This design comes from an exercise in tuning for small area on the open sky130 flow, not from production work. Function not checked in this run: the RTL went through the layout flow alone.

<file path="design/flow/design.v">
`default_nettype none
package alu_rs_pkg;
    localparam int XLEN  = 32;
    localparam int TAG_W = 5;    
    localparam int OPND_W = 1 + TAG_W + XLEN;
    localparam logic [3:0] OP_ADD  = 4'd0;
    localparam logic [3:0] OP_SUB  = 4'd1;
    localparam logic [3:0] OP_AND  = 4'd2;
    localparam logic [3:0] OP_OR   = 4'd3;
    localparam logic [3:0] OP_XOR  = 4'd4;
    localparam logic [3:0] OP_SLL  = 4'd5;
    localparam logic [3:0] OP_SRL  = 4'd6;
    localparam logic [3:0] OP_SRA  = 4'd7;
    localparam logic [3:0] OP_SLT  = 4'd8;     
    localparam logic [3:0] OP_SLTU = 4'd9;     
endpackage
`default_nettype wire
`default_nettype none
module rs_snoop (
    input  wire [alu_rs_pkg::OPND_W-1:0]  opnd,
    input  wire               bus_valid,
    input  wire [alu_rs_pkg::TAG_W-1:0]   bus_tag,
    input  wire [alu_rs_pkg::XLEN-1:0]    bus_value,
    output logic [alu_rs_pkg::OPND_W-1:0] res
);
    always_comb
    begin
        res = opnd;
        if (!opnd[alu_rs_pkg::OPND_W-1] && bus_valid && opnd[alu_rs_pkg::XLEN +: alu_rs_pkg::TAG_W] == bus_tag)
            res = {1'b1, opnd[alu_rs_pkg::XLEN +: alu_rs_pkg::TAG_W], bus_value};
    end
endmodule
`default_nettype wire
`default_nettype none
module rs_dispatch #(
    parameter int NUM_ENTRIES = 8
) (
    input  wire                      dispatch_valid,
    input  wire [alu_rs_pkg::OPND_W-1:0]         src1,
    input  wire [alu_rs_pkg::OPND_W-1:0]         src2,
    input  wire                      result_valid,
    input  wire [alu_rs_pkg::TAG_W-1:0]          result_tag,
    input  wire [alu_rs_pkg::XLEN-1:0]           result_value,
    input  wire                      flush,
    input  wire [NUM_ENTRIES-1:0]    busy_vec,
    output logic                     full,
    output logic [NUM_ENTRIES-1:0]   alloc_oh,
    output logic [alu_rs_pkg::OPND_W-1:0]        src1_fwd,
    output logic [alu_rs_pkg::OPND_W-1:0]        src2_fwd
);
    logic [NUM_ENTRIES-1:0] free_vec;
    logic [NUM_ENTRIES-1:0] free_oh;
    logic                   accept;
    assign free_vec = ~busy_vec;
    assign free_oh  = free_vec & (~free_vec + 1'b1);     
    assign full = &busy_vec;
    assign accept   = dispatch_valid && !full && !flush;
    assign alloc_oh = accept ? free_oh : '0;
    rs_snoop snoop1_inst (
        .opnd      (src1),
        .bus_valid (result_valid),
        .bus_tag   (result_tag),
        .bus_value (result_value),
        .res       (src1_fwd)
    );
    rs_snoop snoop2_inst (
        .opnd      (src2),
        .bus_valid (result_valid),
        .bus_tag   (result_tag),
        .bus_value (result_value),
        .res       (src2_fwd)
    );
endmodule
`default_nettype wire
`default_nettype none
module rs_entry (
    input  wire               clk_in,
    input  wire               rst_in,
    input  wire               rdy_in,
    input  wire               flush,
    input  wire               result_valid,
    input  wire [alu_rs_pkg::TAG_W-1:0]   result_tag,
    input  wire [alu_rs_pkg::XLEN-1:0]    result_value,
    input  wire               alloc,
    input  wire [3:0]         alloc_op,
    input  wire [alu_rs_pkg::TAG_W-1:0]   alloc_tag,
    input  wire [alu_rs_pkg::OPND_W-1:0]  alloc_src1,
    input  wire [alu_rs_pkg::OPND_W-1:0]  alloc_src2,
    output logic              busy,
    output logic              iss_ready,
    output logic [3:0]        iss_op,
    output logic [alu_rs_pkg::TAG_W-1:0]  iss_tag,
    output logic [alu_rs_pkg::XLEN-1:0]   iss_v1,
    output logic [alu_rs_pkg::XLEN-1:0]   iss_v2,
    input  wire               iss_grant
);
    logic              busy_q;
    logic [3:0]        op_q;
    logic [alu_rs_pkg::TAG_W-1:0]  tag_q;
    logic [alu_rs_pkg::OPND_W-1:0] src1_q;
    logic [alu_rs_pkg::OPND_W-1:0] src2_q;
    logic [alu_rs_pkg::OPND_W-1:0] src1_snoop;
    logic [alu_rs_pkg::OPND_W-1:0] src2_snoop;
    rs_snoop snoop1_inst (
        .opnd      (src1_q),
        .bus_valid (result_valid),
        .bus_tag   (result_tag),
        .bus_value (result_value),
        .res       (src1_snoop)
    );
    rs_snoop snoop2_inst (
        .opnd      (src2_q),
        .bus_valid (result_valid),
        .bus_tag   (result_tag),
        .bus_value (result_value),
        .res       (src2_snoop)
    );
    always_ff @(posedge clk_in)
    begin
        if (rst_in)
        begin
            busy_q <= 1'b0;
        end
        else if (rdy_in)
        begin
            if (flush)
            begin
                busy_q <= 1'b0;
            end
            else if (alloc)
            begin
                busy_q <= 1'b1;
            end
            else if (iss_grant)
            begin
                busy_q <= 1'b0;      
            end
        end
    end
    always_ff @(posedge clk_in)
    begin
        if (rdy_in)
        begin
            if (alloc)
            begin
                op_q   <= alloc_op;
                tag_q  <= alloc_tag;
                src1_q <= alloc_src1;     
                src2_q <= alloc_src2;
            end
            else if (busy_q)
            begin
                src1_q <= src1_snoop;
                src2_q <= src2_snoop;
            end
        end
    end
    assign busy = busy_q;
    assign iss_ready = busy_q && src1_q[alu_rs_pkg::OPND_W-1] && src2_q[alu_rs_pkg::OPND_W-1];
    assign iss_op    = op_q;
    assign iss_tag   = tag_q;
    assign iss_v1    = src1_q[alu_rs_pkg::XLEN-1:0];
    assign iss_v2    = src2_q[alu_rs_pkg::XLEN-1:0];
endmodule
`default_nettype wire
`default_nettype none
module alu_issue #(
    parameter int NUM_ENTRIES = 8
) (
    input  wire                          clk_in,
    input  wire                          rst_in,
    input  wire                          rdy_in,
    input  wire                          flush,
    input  wire [NUM_ENTRIES-1:0]        ready_vec,
    input  wire [NUM_ENTRIES*4-1:0]      op_arr,
    input  wire [NUM_ENTRIES*alu_rs_pkg::TAG_W-1:0]  tag_arr,
    input  wire [NUM_ENTRIES*alu_rs_pkg::XLEN-1:0]   v1_arr,
    input  wire [NUM_ENTRIES*alu_rs_pkg::XLEN-1:0]   v2_arr,
    output logic [NUM_ENTRIES-1:0]       grant_oh,
    output logic                         result_valid,
    output logic [alu_rs_pkg::TAG_W-1:0]             result_tag,
    output logic [alu_rs_pkg::XLEN-1:0]              result_value
);
    logic              any_grant;
    logic [3:0]        sel_op;
    logic [alu_rs_pkg::TAG_W-1:0]  sel_tag;
    logic [alu_rs_pkg::XLEN-1:0]   sel_v1;
    logic [alu_rs_pkg::XLEN-1:0]   sel_v2;
    logic [4:0]        shamt;
    logic [alu_rs_pkg::XLEN-1:0]   alu_out;
    assign grant_oh  = ready_vec & (~ready_vec + 1'b1);     
    assign any_grant = |ready_vec;
    always_comb
    begin
        sel_op  = alu_rs_pkg::OP_ADD;
        sel_tag = '0;
        sel_v1  = '0;
        sel_v2  = '0;
        for (int i = 0; i < NUM_ENTRIES; i++)
        begin
            if (grant_oh[i])
            begin
                sel_op  = op_arr[i*4 +: 4];
                sel_tag = tag_arr[i*alu_rs_pkg::TAG_W +: alu_rs_pkg::TAG_W];
                sel_v1  = v1_arr[i*alu_rs_pkg::XLEN +: alu_rs_pkg::XLEN];
                sel_v2  = v2_arr[i*alu_rs_pkg::XLEN +: alu_rs_pkg::XLEN];
            end
        end
    end
    assign shamt = sel_v2[4:0];
    always_comb
    begin
        case (sel_op)
            alu_rs_pkg::OP_ADD:  alu_out = sel_v1 + sel_v2;
            alu_rs_pkg::OP_SUB:  alu_out = sel_v1 - sel_v2;
            alu_rs_pkg::OP_AND:  alu_out = sel_v1 & sel_v2;
            alu_rs_pkg::OP_OR:   alu_out = sel_v1 | sel_v2;
            alu_rs_pkg::OP_XOR:  alu_out = sel_v1 ^ sel_v2;
            alu_rs_pkg::OP_SLL:  alu_out = sel_v1 << shamt;
            alu_rs_pkg::OP_SRL:  alu_out = sel_v1 >> shamt;
            alu_rs_pkg::OP_SRA:  alu_out = $unsigned($signed(sel_v1) >>> shamt);
            alu_rs_pkg::OP_SLT:  alu_out = ($signed(sel_v1) < $signed(sel_v2)) ? 32'd1 : 32'd0;
            alu_rs_pkg::OP_SLTU: alu_out = (sel_v1 < sel_v2) ? 32'd1 : 32'd0;
            default: alu_out = '0;
        endcase
    end
    always_ff @(posedge clk_in)
    begin
        if (rst_in)
        begin
            result_valid <= 1'b0;
        end
        else if (rdy_in)
        begin
            result_valid <= any_grant && !flush;
        end
    end
    always_ff @(posedge clk_in)
    begin
        if (rdy_in && any_grant)
        begin
            result_tag   <= sel_tag;
            result_value <= alu_out;
        end
    end
endmodule
`default_nettype wire
`default_nettype none
module alu_rs_cluster #(
    parameter int NUM_ENTRIES = 8    
) (
    input  wire               clk_in,
    input  wire               rst_in,
    input  wire               rdy_in,       
    input  wire               flush,
    input  wire               dispatch_valid,
    input  wire [3:0]         dispatch_op,
    input  wire [alu_rs_pkg::TAG_W-1:0]   dispatch_tag,
    input  wire               src1_ready,
    input  wire [alu_rs_pkg::TAG_W-1:0]   src1_tag,
    input  wire [alu_rs_pkg::XLEN-1:0]    src1_value,
    input  wire               src2_ready,
    input  wire [alu_rs_pkg::TAG_W-1:0]   src2_tag,
    input  wire [alu_rs_pkg::XLEN-1:0]    src2_value,
    output logic              full,
    output logic              result_valid,
    output logic [alu_rs_pkg::TAG_W-1:0]  result_tag,
    output logic [alu_rs_pkg::XLEN-1:0]   result_value
);
    logic [alu_rs_pkg::OPND_W-1:0]            src1_fwd;
    logic [alu_rs_pkg::OPND_W-1:0]            src2_fwd;
    logic [NUM_ENTRIES-1:0]       busy_vec;
    logic [NUM_ENTRIES-1:0]       alloc_oh;
    logic [NUM_ENTRIES-1:0]       ready_vec;
    logic [NUM_ENTRIES-1:0]       grant_oh;
    logic [NUM_ENTRIES*4-1:0]     op_arr;
    logic [NUM_ENTRIES*alu_rs_pkg::TAG_W-1:0] tag_arr;
    logic [NUM_ENTRIES*alu_rs_pkg::XLEN-1:0]  v1_arr;
    logic [NUM_ENTRIES*alu_rs_pkg::XLEN-1:0]  v2_arr;
    rs_dispatch #(
        .NUM_ENTRIES (NUM_ENTRIES)
    ) rs_dispatch_inst (
        .dispatch_valid (dispatch_valid),
        .src1           ({src1_ready, src1_tag, src1_value}),
        .src2           ({src2_ready, src2_tag, src2_value}),
        .result_valid   (result_valid),
        .result_tag     (result_tag),
        .result_value   (result_value),
        .flush          (flush),
        .busy_vec       (busy_vec),
        .full           (full),
        .alloc_oh       (alloc_oh),
        .src1_fwd       (src1_fwd),
        .src2_fwd       (src2_fwd)
    );
    for (genvar i = 0; i < NUM_ENTRIES; i++)
    begin : g_entry
        rs_entry rs_entry_inst (
            .clk_in       (clk_in),
            .rst_in       (rst_in),
            .rdy_in       (rdy_in),
            .flush        (flush),
            .result_valid (result_valid),    
            .result_tag   (result_tag),
            .result_value (result_value),
            .alloc        (alloc_oh[i]),
            .alloc_op     (dispatch_op),
            .alloc_tag    (dispatch_tag),
            .alloc_src1   (src1_fwd),
            .alloc_src2   (src2_fwd),
            .busy         (busy_vec[i]),
            .iss_ready    (ready_vec[i]),
            .iss_op       (op_arr[i*4 +: 4]),
            .iss_tag      (tag_arr[i*alu_rs_pkg::TAG_W +: alu_rs_pkg::TAG_W]),
            .iss_v1       (v1_arr[i*alu_rs_pkg::XLEN +: alu_rs_pkg::XLEN]),
            .iss_v2       (v2_arr[i*alu_rs_pkg::XLEN +: alu_rs_pkg::XLEN]),
            .iss_grant    (grant_oh[i])
        );
    end
    alu_issue #(
        .NUM_ENTRIES (NUM_ENTRIES)
    ) alu_issue_inst (
        .clk_in       (clk_in),
        .rst_in       (rst_in),
        .rdy_in       (rdy_in),
        .flush        (flush),
        .ready_vec    (ready_vec),
        .op_arr       (op_arr),
        .tag_arr      (tag_arr),
        .v1_arr       (v1_arr),
        .v2_arr       (v2_arr),
        .grant_oh     (grant_oh),
        .result_valid (result_valid),
        .result_tag   (result_tag),
        .result_value (result_value)
    );
endmodule
`default_nettype wire
</file>
<file path="design/flow/run.sh">
#!/bin/bash
# synth_recipe.tcl (not shown) runs the flow's synth.tcl, then flattens the netlist and writes it again
# the make line also repeats each setting of config.mk as NAME=value (left out here)
make -C /OpenROAD-flow-scripts/flow DESIGN_CONFIG=/design/flow/config.mk WORK_HOME=/design/flow/orfs CLKGATE_MAP_FILE= SYNTH_SCRIPT=/design/flow/synth_recipe.tcl finish
</file>
<file path="design/flow/config.mk">
export PLATFORM = sky130hd
export DESIGN_NAME = alu_rs_cluster
export DESIGN_NICKNAME = alu_rs_cluster
export VERILOG_FILES = /design/flow/design.v
export SDC_FILE = /design/flow/constraint.sdc
export NUM_CORES = 4
export LEC_CHECK = 0
export CAP_MARGIN = 20
export CORE_MARGIN = 2
export CORE_UTILIZATION = 40
export SLEW_MARGIN = 20
</file>
<file path="design/flow/constraint.sdc">
create_clock -name core_clock -period 6.0 [get_ports {clk_in}]
set_input_delay 1.2000 -clock core_clock [delete_from_list [all_inputs] [get_ports {clk_in}]]
set_output_delay 1.2000 -clock core_clock [all_outputs]
set_load 0.01 [all_outputs]
</file>
==> run summary <==
-- metal layers --
| metal | GRT usage | vias up | share of wire |
|---|---|---|---|
| met4 | 0.114 | 8 | 0.039 |
| met2 | 0.461 | 1911 | 0.44 |
| li1 | - | 14600 | - |
| met1 | 0.423 | 17400 | 0.43 |
| met3 | 0.0517 | 334 | 0.089 |
| met5 | 0 | - | 0.00030 |
-- cell type report --
type	instances	area (sq um)	share of cell area
clock buffers	97	2090	0.0421
flip-flops and latches	726	21700	0.438
inverters	99	377	0.00759
well taps	1403	1760	0.0354
clock inverters	42	372	0.00749
repair buffers	365	3230	0.0651
multi-input cells	2605	20100	0.405
diodes	1	2.50	0.0000504
-- stage by stage --
stage / util / setup slack (ps) / cell area (sq um) / instances / hold slack [ps]
4_1_cts: 0.462 / 18.6 / 49500 / 5334 / 547
3_5_place_dp: 0.439 / 70.9 / 47100 / 5195 / 538
5_1_grt: 0.463 / 29.5 / 49600 / 5338 / 593
3_3_place_gp: 0.439 / 112 / 47000 / 5194 / 531
6_report: 0.463 / 210 / 49600 / 5338 / 559
2_1_floorplan: - / 557 / 43200 / 3718 / 483
-- report_power, final --
group	switching (uW)	internal [uW]	total (uW)
clock	2150	2620	4770
combinational	334	198	532
sequential	13.0	5540	5550
total	2490	8360	10900
-- worst paths after layout --
kind                                                   startpoint                         endpoint  slack [ps]  cells past startpoint
worst min register to register  g_entry[0].rs_entry_inst.tag_q[2]     alu_issue_inst.result_tag[2]         560                      2
worst max register to register    g_entry[1].rs_entry_inst.busy_q  alu_issue_inst.result_value[31]         210                     21
worst max-delay path              g_entry[1].rs_entry_inst.busy_q  alu_issue_inst.result_value[31]         210                     21
worst min-delay path            g_entry[0].rs_entry_inst.tag_q[2]     alu_issue_inst.result_tag[2]         560                      2
-- cells in the mapped netlist, types with 13 or more instances --
cell / number
o221ai_1: 25
nand3_1: 53
nor2_1: 266
or4_1: 15
o22ai_1: 39
o211ai_1: 29
o221a_2: 28
o21a_1: 18
o31ai_1: 16
mux2_2: 531
and4_1: 17
nand2_1: 266
a21oi_1: 162
nand4_1: 50
o21ai_0: 106
buf_2: 53
nor3_1: 54
xnor2_1: 82
mux2i_1: 125
a211oi_1: 20
and3_1: 20
a221oi_1: 85
a22oi_1: 47
and2_1: 100
buf_6: 13
edfxtp_1: 717
nor4_1: 26
a31oi_1: 38
inv_1: 96
or3_1: 18
clkbuf_1: 138
a221o_1: 27
a21o_1: 17
buf_1: 75
ha_1: 98
xor2_1: 35
-- kinds of logic (layout without fill, tap and decap cells) --
logic type,Yosys count,after routing,share of synthesized area
compound gates,791,791,0.132
fa+ha+maj,100,100,0.0293
simple gates,934,934,0.104
xor+xnor,117,117,0.0237
buf+inv,387,603,0.0383
flops,726,726,0.502
mux,663,663,0.170
other cells,0,1,0
-- critical path: cells and delay by family (launching register included) --
kind | cells | cell delay (ps)
buf+inv | 3 | 710
simple gates | 4 | 1000
compound gates | 12 | 2800
fa+ha+maj | 1 | 470
mux | 1 | 150
flops | 1 | 360
-- sequential cells by signal, summed over array words and instances (netlist names) --
register,count
alu_issue_inst.result_value,32
g_entry.rs_entry_inst.src1_q,304
g_entry.rs_entry_inst.tag_q,40
g_entry.rs_entry_inst.busy_q,8
alu_issue_inst.result_valid,1
g_entry.rs_entry_inst.src2_q,304
g_entry.rs_entry_inst.op_q,32
alu_issue_inst.result_tag,5
-- cell usage in the layout, fill, tap and decap left out, types with 38 or more instances in the layout --
cell / n
a21oi_1: 162
a221oi_1: 85
a22oi_1: 47
a31oi_1: 38
and2_1: 95
buf_4: 223
clkbuf_16: 81
clkdlybuf4s50_1: 128
edfxtp_1: 717
ha_1: 98
inv_1: 96
mux2_2: 531
mux2i_1: 125
nand2_1: 252
nand3_1: 51
nand4_1: 50
nor2_1: 259
nor3_1: 51
o21ai_0: 105
o22ai_1: 39
xnor2_1: 82
==> impl_metrics.toml <==
[grt]
grt_pass1_wl_mm = 243
grt_max_degree = 59
grt_pass1_vias = 33000
antenna_found_initial = 6
overflow = 0
groute.usage.overall = 0.300

[sta]
setup_viol = 0
fmax_mhz = 173
tns_ps = 0
finClkSkew_ps = 35.9
relSlewSlack = 0.285
rsz0062_at_grt = "false"
slew_violations = 0
finalHoldViolCount = 0
fin_crit_ps = 5790
final.period_utilization = 0.965
worst_pin_slew_ps = 1070

[routing]
drc = 0
drtIter0Drc = 4434
wl_per_cell_um = 31.9
finalWirelength_mm = 170
first_pass_iters = 7
vias_per_cell = 6.43
num_vias = 34300
antenna_left = 0

[critical_path]
crit_chain = "buf_4 > and3_4 > nor2_4 > buf_4 > a221oi_1 > nor2_1 > a221oi_1 > nand4_1 > ha_1 > buf_4 > a21o_1 > a21o_1 > a21oi_1 > o31ai_1 > a31o_2 > o21ai_0 > a21oi_1 > a31o_2 > o21ai_0 > mux2i_1 > a211o_1"
required_ps = 6410
slowest_stage = "ha_1"
critical_path.max_fanout = 16
worstSetupPathType = "flip-flop to flip-flop"
crit_top_cell = "buf_4"
start_kind = "flip-flop"
crit_path_max_incr_delay_ps = 470
end_kind = "flip-flop"
cp.arrival_ps = 6200

[worst_hold_path]
worstHoldPathType = "flip-flop to flip-flop"

[logic_synthesis]
synth.top_cell.area_share = 0.498
synth_ff_type = "edfxtp_1"
synth_cell_types = 93
synth-seq-cells = 726
synth_warnings = 3
ys_seq_area_frac = 0.502
yosysTopAreaCell = "edfxtp_1"
synth_area_leaders = "edfxtp_1 (50%), mux2_2 (14%), mux2i_1 (2.9%), ha_1 (2.8%), nand2_1 (2.3%)"
synth_area_per_cell_sq_um = 11.6
synth_edf_count = 717
synthCells = 3718
synth-async-reset-ratio = 0
netlist_area_sq_um = 43200
syn-num-nets = 3908

[placed_design]
portBuffers = 128
place.detailed.hpwl_mm = 119
gp_congestion = 1.02

[clock_network]
cts_buffer_depth = 3
holdBufCountCts = 0
clk_pin_slew_ps = 60
cts_htree_levels = 3
clk_latency_ps = 670
clock_sinks = 726
cts_resized = 0
cts_tree = "yes"
post_cts_buffers = 0
clockRootBuffer = "clkbuf_16"
cts_made_buffers = 81

[layout]
syn2layout_area_growth_pct = 14.7
fin_nets = 4068
drive_above_1_share = 0.254
n_fill_cell = 9944

[status]
status = "timing/DRC/antenna clean"

[floorplan]
num_rows = 120
die_h_um = 333
die-width_um = 333
start_util = 0.403
core_sq_um = 107000
die_area_sq_um = 111000
boundaryPins = 129

[power]
cellPowerDensity_nw_per_um2 = 219
p_leak_uw = 0.0172
irDropWorstVdd_v = 0.000260
total_power_uw = 10900

[job]
maxCapViolations = 0

-- re-timing with driven ports --
In the flow no input, the clock included, has a driving cell. The finished layout below was timed again as built, in two steps.
Step 1 assumes that a clkbuf_16 drives the clock port and a buf_2 every other input.
Step 2, shift: input delay + t, output delay - t, t = (earliest + latest rising clock arrival at the registers) / 2. This alone moves slack from input paths to output paths.
Slacks: ideal / step 1 / step 2; pairs: ideal / step 1.
t (ns): 0.727
setup WS [ns]: 0.210 / 0.210 / 0.210
hold slack, ns: 0.559 / 0.559 / 0.559
worst data-port slew with drivers (ns): 0.14
After both steps this run still meets setup and hold. For this run, drivers alone change the setup slack by 0.000 ns; drivers and shift together by 0.000 ns.
